Source: an optimization exercise on an open RTL-to-GDS flow (aim: small area and few clock cycles per item). Production flows keep margins and buffers that such runs may drop.
The RTL was checked by simulation tests, not by an equivalence proof against the original design.
Power is estimated from default activity; no workload was simulated.

build 28:
Design ifu_top, start of the top module:
module ifu_top (
    input  wire                 clk,
    input  wire                 rst_n,
    output wire ifu_pkg::addr_t araddr,
    output wire                 arvalid,
    input  wire                 arready,
    input  wire                 rvalid,
    input  wire ifu_pkg::word_t rdata,
    input  wire ifu_pkg::resp_t rresp,
    input  wire                 jump_flag,
    input  wire ifu_pkg::addr_t jump_addr,
    output wire                 inst_valid,
    input  wire                 inst_ready,
    output wire ifu_pkg::inst_t inst,
    output wire                 compressed,
    output wire ifu_pkg::resp_t rresp_out,
    output wire ifu_pkg::addr_t tval,
    output wire ifu_pkg::addr_t pc
);
Size: ~170 flip-flops, ~0.012 mm2 of cells after synthesis.
Settings: LEC_CHECK=0, ABC_AREA=1, CAP_MARGIN=0, CORE_MARGIN=2, CORE_UTILIZATION=60, SLEW_MARGIN=0; clock period 5.0 ns.
standard.sh (not shown) runs the stock make flow with config.mk's settings and CLKGATE_MAP_FILE= SYNTH_SCRIPT=/design/flow/synth_recipe.tcl, a recipe that flattens the netlist after the stock synthesis.
==> flow/flow/run.sh <==
#!/bin/bash
# Standard ORFS layout, with the ports buffered by the smallest buffer
# instead of the delay cell buffer_ports picks by default, and a clock tree
# with fewer, larger sink clusters and no dummy loads.
set -euo pipefail
bash standard.sh \
  "BUFFER_PORTS_ARGS=-buffer_cell sky130_fd_sc_hd__buf_1" \
  "CTS_ARGS=-sink_clustering_enable -repair_clock_nets -sink_clustering_size 20 -sink_clustering_max_diameter 60 -buf_list sky130_fd_sc_hd__clkbuf_16 -dont_use_dummy_load" \
  finish > standard_flow.log 2>&1
Testbench counts of build 28, summed over its fixed seeds: cycles 57,193, items 40,294.
[inputs] build 46 vs build 28
- CORE_UTILIZATION: 60 -> 40
- CAP_MARGIN: 0 -> 20
- ABC_AREA: 1 -> unset
- SLEW_MARGIN: 0 -> 20
==> flow/flow/run.sh <==
#!/bin/bash
# Standard ORFS layout, with the ports buffered by the smallest buffer
# instead of the delay cell buffer_ports picks by default, and a clock tree
# with fewer, larger sink clusters and no dummy loads.
set -euo pipefail
bash standard.sh \
  "BUFFER_PORTS_ARGS=-buffer_cell sky130_fd_sc_hd__buf_1" \
  "CTS_ARGS=-sink_clustering_enable -repair_clock_nets -sink_clustering_size 12 -sink_clustering_max_diameter 50 -buf_list sky130_fd_sc_hd__clkbuf_8 -dont_use_dummy_load" \
  finish > standard_flow.log 2>&1
### Flow results
Build 46 vs build 28 on number of global-route vias before repair: build 46 is the lower one. Build 28 ended with every stage complete and zero timing, DRC or antenna violations. Build 46 completed; timing, DRC and antenna clean. Re transition time at the pin with the least slew margin: build 46 is 0.097 ns up on build 28. STATUS core outline area: build 46 loses against build 28. Summary — maximum fanout encountered on the critical timing path, build 46 relative to build 28: lower, by 4. Re power: build 46 and build 28 aren't equal, and the higher value belongs to build 28. Note that the number of rows in the core area recorded for build 28 amounts to 0.800 times the value seen in build 46. Register area across build 46 and build 28: no real change. Build 46 vs. build 28: pre-CTS worst setup slack went down by 0.092 ns.
What build 92 does differently from build 46 at the input level:
- an added ABC_AREA of 1
- an added GPL_TIMING_DRIVEN of 0
==> flow/flow/run.sh <==
#!/bin/bash
# Standard ORFS layout, with the ports buffered by the smallest buffer
# instead of the delay cell buffer_ports picks by default, and a clock tree
# with fewer, larger sink clusters and no dummy loads.
set -euo pipefail
bash standard.sh \
  "BUFFER_PORTS_ARGS=-buffer_cell sky130_fd_sc_hd__buf_1" \
  "CTS_ARGS=-sink_clustering_enable -repair_clock_nets -sink_clustering_size 15 -sink_clustering_max_diameter 60 -buf_list sky130_fd_sc_hd__clkbuf_8 -dont_use_dummy_load" \
  finish > standard_flow.log 2>&1
[summary]
Compared with build 46, build 92 shows first-pass GRT wire length that has gone up by more than 10%.
The higher relative area change from synthesis to final layout came out of build 92.
Note that the largest vdd supply drop recorded for build 92 amounts to 1.3 times the value seen in build 46.
Going from build 46 to build 92, global placement routability congestion grows by about 7%.
For build 69, these inputs were changed with respect to build 92:
- CORE_UTILIZATION changed from 40 to 60
- GPL_TIMING_DRIVEN removed (was 0)
==> flow/flow/run.sh <==
#!/bin/bash
# Standard ORFS layout, with the ports buffered by the smallest buffer
# instead of the delay cell buffer_ports picks by default, and a clock tree
# with fewer, larger sink clusters and no dummy loads.
set -euo pipefail
bash standard.sh \
  "BUFFER_PORTS_ARGS=-buffer_cell sky130_fd_sc_hd__buf_1" \
  "CTS_ARGS=-sink_clustering_enable -repair_clock_nets -sink_clustering_size 20 -sink_clustering_max_diameter 60 -buf_list sky130_fd_sc_hd__clkbuf_16 -dont_use_dummy_load" \
  "RECOVER_POWER=100" \
  finish > standard_flow.log 2>&1
- [flow] build 69 | stages: complete | final checks: fail | reason: capacitance limit, slew limit
- On maximum frequency, build 69 and build 92 are neck and neck.
- Build 69 improves on build 92 in routed wire length.
- Die span in x, build 69 vs build 92: down by more than 10%
- Looking at cell total after placement, build 69 sits 164 lower than build 92 does.
- Build 69 vs. build 92: static power due to leakage went down by 3.1%.
Here is what was changed in the inputs of build 79 compared with build 69.
- clearing ABC_AREA, which used to be 1
- swapping 60 for 40 in CORE_UTILIZATION
==> flow/flow/run.sh <==
#!/bin/bash
# Standard ORFS layout, with the ports buffered by the smallest buffer
# instead of the delay cell buffer_ports picks by default, and a clock tree
# with fewer, larger sink clusters and no dummy loads.
set -euo pipefail
bash standard.sh \
  "BUFFER_PORTS_ARGS=-buffer_cell sky130_fd_sc_hd__buf_1" \
  "CTS_ARGS=-sink_clustering_enable -repair_clock_nets -sink_clustering_size 15 -sink_clustering_max_diameter 60 -buf_list sky130_fd_sc_hd__clkbuf_8 -dont_use_dummy_load" \
  finish > standard_flow.log 2>&1
--- outcome ---
Build 79 did not stop at any stage, and its layout met the timing, design-rule and antenna checks. Any difference in required arrival time at the worst endpoint between build 69 and build 79 is small enough to ignore. The final instance area of build 79 is higher than that of build 69. Per the comparison of build 79 with build 69, count of final max-slew check failures decreased by 34 relative to the old numbers, total iterations of the first detailed-routing run decreased by 1 relative to the old numbers, post-route met1 wirelength increased by 13% relative to the old numbers. Build 79 vs. build 69: share of synthesized cell area in and, or, nand and nor gates has decreased; relative contribution of combinational cells to total power has decreased; count of standard-cell rows has increased; area of the core has increased; leakage power total has decreased.
## Diff of input files: build 53 against build 79
- ABC_AREA now 1, previously not set
- CORE_UTILIZATION now 60, was 40
==> flow/flow/run.sh <==
#!/bin/bash
# Standard ORFS layout, with the ports buffered by the smallest buffer
# instead of the delay cell buffer_ports picks by default, and a clock tree
# with fewer, larger sink clusters and no dummy loads.
set -euo pipefail
bash standard.sh \
  "BUFFER_PORTS_ARGS=-buffer_cell sky130_fd_sc_hd__buf_1" \
  "CTS_ARGS=-sink_clustering_enable -repair_clock_nets -sink_clustering_size 20 -sink_clustering_max_diameter 60 -buf_list sky130_fd_sc_hd__clkbuf_16 -dont_use_dummy_load" \
  finish > standard_flow.log 2>&1
Findings:
- Delta (build 53 minus build 79): pre-CTS setup slack has increased, achievable frequency has decreased, detailed placer's ending HPWL has increased, final net count has increased.
- Build 79 → build 53: overall power consumption grew by about 40%; post-synthesis simple-gate area fraction grew by 7.6 points; share of power burned in the clock network held steady.

==> re-timing with driven ports <==
Ports are ideal in the flow. The routed layouts listed here were re-timed in OpenROAD. Step 1 assumes that a clkbuf_16 drives the clock port and a buf_2 every other input. Step 2 also shifts input and output timing later by t, the mid clock arrival at the registers, as if the neighbouring blocks saw the same clock. Slacks: ideal / step 1 / step 2; pairs: ideal / step 1.
| run | t (ns) | slack for setup (ns) | worst hold slack (ns) |
|---|---|---|---|
| build 28 | 0.480 | 0.096 / 0.045 / 0.067 | 0.487 / 0.487 / 0.487 |
| build 46 | 0.524 | 0.176 / 0.129 / -0.104 | 0.537 / 0.537 / 0.537 |
| build 92 | 0.532 | 0.099 / 0.071 / -0.165 | 0.484 / 0.484 / 0.484 |
| build 69 | 0.480 | 0.095 / 0.044 / 0.068 | 0.487 / 0.487 / 0.487 |
| build 79 | 0.524 | 0.176 / 0.129 / -0.104 | 0.537 / 0.537 / 0.537 |
| build 53 | 0.480 | 0.096 / 0.045 / 0.067 | 0.487 / 0.487 / 0.487 |
Met with ideal ports but missed after step 2: setup timing in build 46, build 92 and build 79.
